From an optimization exercise on the open Yosys and OpenROAD flow, aimed at small area and few clock cycles per item; shortcuts taken in it are not production practice.
Function was checked by simulation only, so behaviour that the tests miss may differ from the original.

Design argb_unpremultiply_pixel_top, start of the top module:
module argb_unpremultiply_pixel_top (
    input  logic       i_clk,
    input  logic       i_rst_n,
    input  logic       i_valid,
    output logic       o_stall,
    input  logic [7:0] i_alpha,
    input  logic [7:0] i_red_in,
    input  logic [7:0] i_green_in,
    input  logic [7:0] i_blue_in,
    input  logic       i_region_end_in,
    output logic       o_valid,
    input  logic       i_stall,
    output logic [7:0] o_red_out,
    output logic [7:0] o_green_out,
    output logic [7:0] o_blue_out,
    output logic       o_wrapped,
    output logic       o_region_end_out
);
    wire adv = !i_stall;
    assign o_stall = i_stall;
    wire [7:0] r_h0 = i_red_in - {7'd0, |i_red_in};
    wire [7:0] r_l0 = 8'd0 - i_red_in;
    wire [0:0] r_t0 = r_h0[7];
    wire [1:0] r_b0;
    assign r_b0[0] = 1'b0;
    assign r_b0[1] = (!r_t0[0] && i_alpha[0]) || ((!r_t0[0] || i_alpha[0]) && r_b0[0]);
    wire r_q0 = (i_alpha[7:1] == 0) && !r_b0[1];
    wire [0:0] r_r0;
    assign r_r0[0] = r_t0[0] ^ (r_q0 && (i_alpha[0] ^ r_b0[0]));
    wire [7:0] g_h0 = i_green_in - {7'd0, |i_green_in};
    wire [7:0] g_l0 = 8'd0 - i_green_in;
    wire [0:0] g_t0 = g_h0[7];
    wire [1:0] g_b0;
    assign g_b0[0] = 1'b0;
    assign g_b0[1] = (!g_t0[0] && i_alpha[0]) || ((!g_t0[0] || i_alpha[0]) && g_b0[0]);
    wire g_q0 = (i_alpha[7:1] == 0) && !g_b0[1];
    wire [0:0] g_r0;
    assign g_r0[0] = g_t0[0] ^ (g_q0 && (i_alpha[0] ^ g_b0[0]));
    wire [7:0] b_h0 = i_blue_in - {7'd0, |i_blue_in};
    wire [7:0] b_l0 = 8'd0 - i_blue_in;
    wire [0:0] b_t0 = b_h0[7];
    wire [1:0] b_b0;
    assign b_b0[0] = 1'b0;
    assign b_b0[1] = (!b_t0[0] && i_alpha[0]) || ((!b_t0[0] || i_alpha[0]) && b_b0[0]);
    wire b_q0 = (i_alpha[7:1] == 0) && !b_b0[1];
    wire [0:0] b_r0;
    assign b_r0[0] = b_t0[0] ^ (b_q0 && (i_alpha[0] ^ b_b0[0]));
    wire qor0 = r_q0 | g_q0 | b_q0;
    wire [1:0] r_t1 = {r_r0, r_h0[6]};
  ...
For scale: roughly 110 flip-flops, ~65 I/O pins, ~16000 µm² of cells after synthesis.
export LEC_CHECK = 0
export ABC_AREA = 1
export CAP_MARGIN = 20
export CORE_MARGIN = 2
export CORE_UTILIZATION = 60
export PLACE_DENSITY = 0.75
export SETUP_SLACK_MARGIN = -0.3
export SLEW_MARGIN = 20
create_clock -name core_clock -period 9.5 [get_ports {i_clk}]
standard.sh (not shown) runs the stock make flow with config.mk's settings and CLKGATE_MAP_FILE= SYNTH_SCRIPT=/design/flow/synth_recipe.tcl, a recipe that flattens the netlist after the stock synthesis.
==> flow/flow/run.sh <==
#!/bin/bash
# Own layout flow: the standard flow (standard.sh, all ORFS steps, standard synthesis)
# with one change: the port buffers that global placement inserts are
# sky130_fd_sc_hd__buf_1 cells (buffer_ports -buffer_cell) instead of ORFS's pick.
# make's full output goes to own_flow.log; ORFS keeps each step's log under orfs/logs/.
set -euo pipefail
W=$PWD
python3 - "$W" <<'PY'
import sys, re, shlex
w = sys.argv[1]
s = open(w + "/standard.sh").read()
s, n = re.subn(r"(SYNTH_SCRIPT=\S+)", lambda m: m.group(1) + " "
               + shlex.quote("BUFFER_PORTS_ARGS=-buffer_cell sky130_fd_sc_hd__buf_1"), s)
assert n == 1, "SYNTH_SCRIPT not found in standard.sh"
open(w + "/own_standard.sh", "w").write(s)
PY
bash "$W/own_standard.sh" > "$W/own_flow.log" 2>&1
Testbench counts at the start, summed over its fixed seeds: cycles 12,016, items 12,000.
==> next run, changes <==
--- a/flow/flow/run.sh
+++ b/flow/flow/run.sh
@@ -3,2 +3,6 @@
-# with one change: the port buffers that global placement inserts are
-# sky130_fd_sc_hd__buf_1 cells (buffer_ports -buffer_cell) instead of ORFS's pick.
+# with two changes:
+#  1. the port buffers that global placement inserts are sky130_fd_sc_hd__buf_1 cells
+#     (buffer_ports -buffer_cell) instead of ORFS's pick;
+#  2. after global route's timing repair, ORFS's power recovery step runs
+#     (RECOVER_POWER, repair_timing -recover_power): it downsizes gates on paths with
+#     positive slack.
@@ -8 +12,2 @@
-python3 - "$W" <<'PY'
+RP=$(cat "$W/flow/recover_power.txt" 2>/dev/null || echo 100)
+python3 - "$W" "$RP" <<'PY'
@@ -10 +15 @@
-w = sys.argv[1]
+w, rp = sys.argv[1], sys.argv[2]
@@ -13 +18,2 @@
-               + shlex.quote("BUFFER_PORTS_ARGS=-buffer_cell sky130_fd_sc_hd__buf_1"), s)
+               + shlex.quote("BUFFER_PORTS_ARGS=-buffer_cell sky130_fd_sc_hd__buf_1")
+               + " RECOVER_POWER=" + rp, s)
==> flow/flow/recover_power.txt (new file) <==
100
- SETUP_SLACK_MARGIN: -0.3 -> -0.45
Result: With this change the flow finished but failed the layout checks on max-capacitance violations, max-slew violations; design area came out lower slightly; via count stays flat; wire length came out lower slightly; hold slack barely changes; maximum frequency came out lower slightly.
==> next run, changes <==
==> flow/flow/run.sh (replaced) <==
#!/bin/bash
# Own layout flow: the standard flow (standard.sh, all ORFS steps, standard synthesis)
# with one change: the port buffers that global placement inserts are
# sky130_fd_sc_hd__buf_1 cells (buffer_ports -buffer_cell) instead of ORFS's pick.
# make's full output goes to own_flow.log; ORFS keeps each step's log under orfs/logs/.
set -euo pipefail
W=$PWD
python3 - "$W" <<'PY'
import sys, re, shlex
w = sys.argv[1]
s = open(w + "/standard.sh").read()
s, n = re.subn(r"(SYNTH_SCRIPT=\S+)", lambda m: m.group(1) + " "
               + shlex.quote("BUFFER_PORTS_ARGS=-buffer_cell sky130_fd_sc_hd__buf_1"), s)
assert n == 1, "SYNTH_SCRIPT not found in standard.sh"
open(w + "/own_standard.sh", "w").write(s)
PY
bash "$W/own_standard.sh" > "$W/own_flow.log" 2>&1
- SETUP_SLACK_MARGIN: -0.45 -> -0.2
removed: flow/flow/recover_power.txt
Now the flow finished with timing, DRC and antenna clean. Count of clock-buffer cells in the layout stays the same. Design area climbs by 1.6%. Die area does not change.
==> next run, changes <==
==> flow/run.sh (new file) <==
#!/bin/bash
# synth_recipe.tcl (not shown) runs the flow's synth.tcl, then flattens the netlist and writes it again
# the make line also repeats each setting of config.mk as NAME=value (left out here)
make -C /OpenROAD-flow-scripts/flow DESIGN_CONFIG=/design/flow/config.mk WORK_HOME=/design/flow/orfs CLKGATE_MAP_FILE= SYNTH_SCRIPT=/design/flow/synth_recipe.tcl finish
- SETUP_SLACK_MARGIN: -0.2 -> default
removed: flow/flow/run.sh
removed: flow/standard.sh
The new run produced a clean layout. Via count hardly moves. Die area is unchanged. Worst setup slack improved by 0.025 ns. Fmax hardly moves. Cell count stays flat. Worst hold slack got worse by 0.0044 ns. Core utilization went up by 3.0 points. Routed wire length rises by a few percent. Area after synthesis stays the same.
==> next run, changes <==
==> flow/flow/run.sh (new file) <==
#!/bin/bash
# Own layout flow: the standard flow (standard.sh, all ORFS steps) with two changes:
#  1. synthesis: ABC maps the logic with flow/abc_map.script instead of ORFS's script
#     (every other synthesis step, the flip-flop mapping included, is synth_recipe.tcl's);
#  2. the port buffers that global placement inserts are sky130_fd_sc_hd__buf_1.
# make's full output goes to own_flow.log; ORFS keeps each step's log under orfs/logs/.
set -euo pipefail
W=$PWD
F=$W/flow
{
  printf 'proc abc {args} {\n'
  printf '  set i [lsearch -exact $args -script]\n'
  printf '  if {$i >= 0} { lset args [expr {$i + 1}] %s }\n' "$F/abc_map.script"
  printf '  yosys abc {*}$args\n'
  printf '}\n'
  cat "$W/synth_recipe.tcl"
} > "$W/own_synth.tcl"
python3 - "$W" <<'PY'
import sys, re, shlex
w = sys.argv[1]
s = open(w + "/standard.sh").read()
s, n = re.subn(r"SYNTH_SCRIPT=\S+", "SYNTH_SCRIPT=" + shlex.quote(w + "/own_synth.tcl")
               + " " + shlex.quote("BUFFER_PORTS_ARGS=-buffer_cell sky130_fd_sc_hd__buf_1"), s)
assert n == 1, "SYNTH_SCRIPT not found in standard.sh"
open(w + "/own_standard.sh", "w").write(s)
PY
bash "$W/own_standard.sh" > "$W/own_flow.log" 2>&1
==> flow/flow/abc_map.script (new file) <==
strash
dch
map -D 6000
topo
buffer -c
topo
dnsize -c -D 6000
stime -c
==> flow/standard.sh (new file) <==
#!/bin/bash
# synth_recipe.tcl (not shown) runs the flow's synth.tcl, then flattens the netlist and writes it again
# the make line also repeats each setting of config.mk as NAME=value (left out here)
make -C /OpenROAD-flow-scripts/flow DESIGN_CONFIG=/design/flow/config.mk WORK_HOME=/design/flow/orfs CLKGATE_MAP_FILE= SYNTH_SCRIPT=/design/flow/synth_recipe.tcl "${@:-finish}"
- ABC_AREA: 1 -> default
removed: flow/run.sh
What happened: With this change the flow died in global routing (5_1_grt) with GRT-0183. Area after synthesis fell by a little under a tenth. Synthesized cell count fell by a few percent.

==> re-timing with driven ports <==
The results above use ideal ports. As a check the final layouts listed here were re-extracted and re-timed, cells and wires unchanged.
Step 1 sets driving cells, clkbuf_16 on the clock port and buf_2 on the other inputs (assumed; they add their load-dependent delay and slew).
Step 2 adds t to the input delays and takes it off the output delays; t is the mean of the earliest and latest rising clock arrival at the registers after step 1. Input paths then give back, and output paths get back, about the clock's delay inside the block.
Slacks: ideal ports / drivers / drivers and shift; pairs: ideal ports / drivers.
run	t, ns	setup WS [ns]	hold slack, ns
the first run	0.421	0.399 / 0.349 / 0.353	0.430 / 0.430 / 0.430
the second run	0.420	0.255 / 0.206 / 0.336	0.429 / 0.429 / 0.429
the third run	0.418	0.312 / 0.261 / 0.477	0.430 / 0.430 / 0.430
the fourth run	0.409	0.337 / 0.283 / 0.237	0.426 / 0.426 / 0.426
For the fourth run, which loses most, drivers alone change the setup slack by -0.054 ns; drivers and shift together by -0.100 ns.
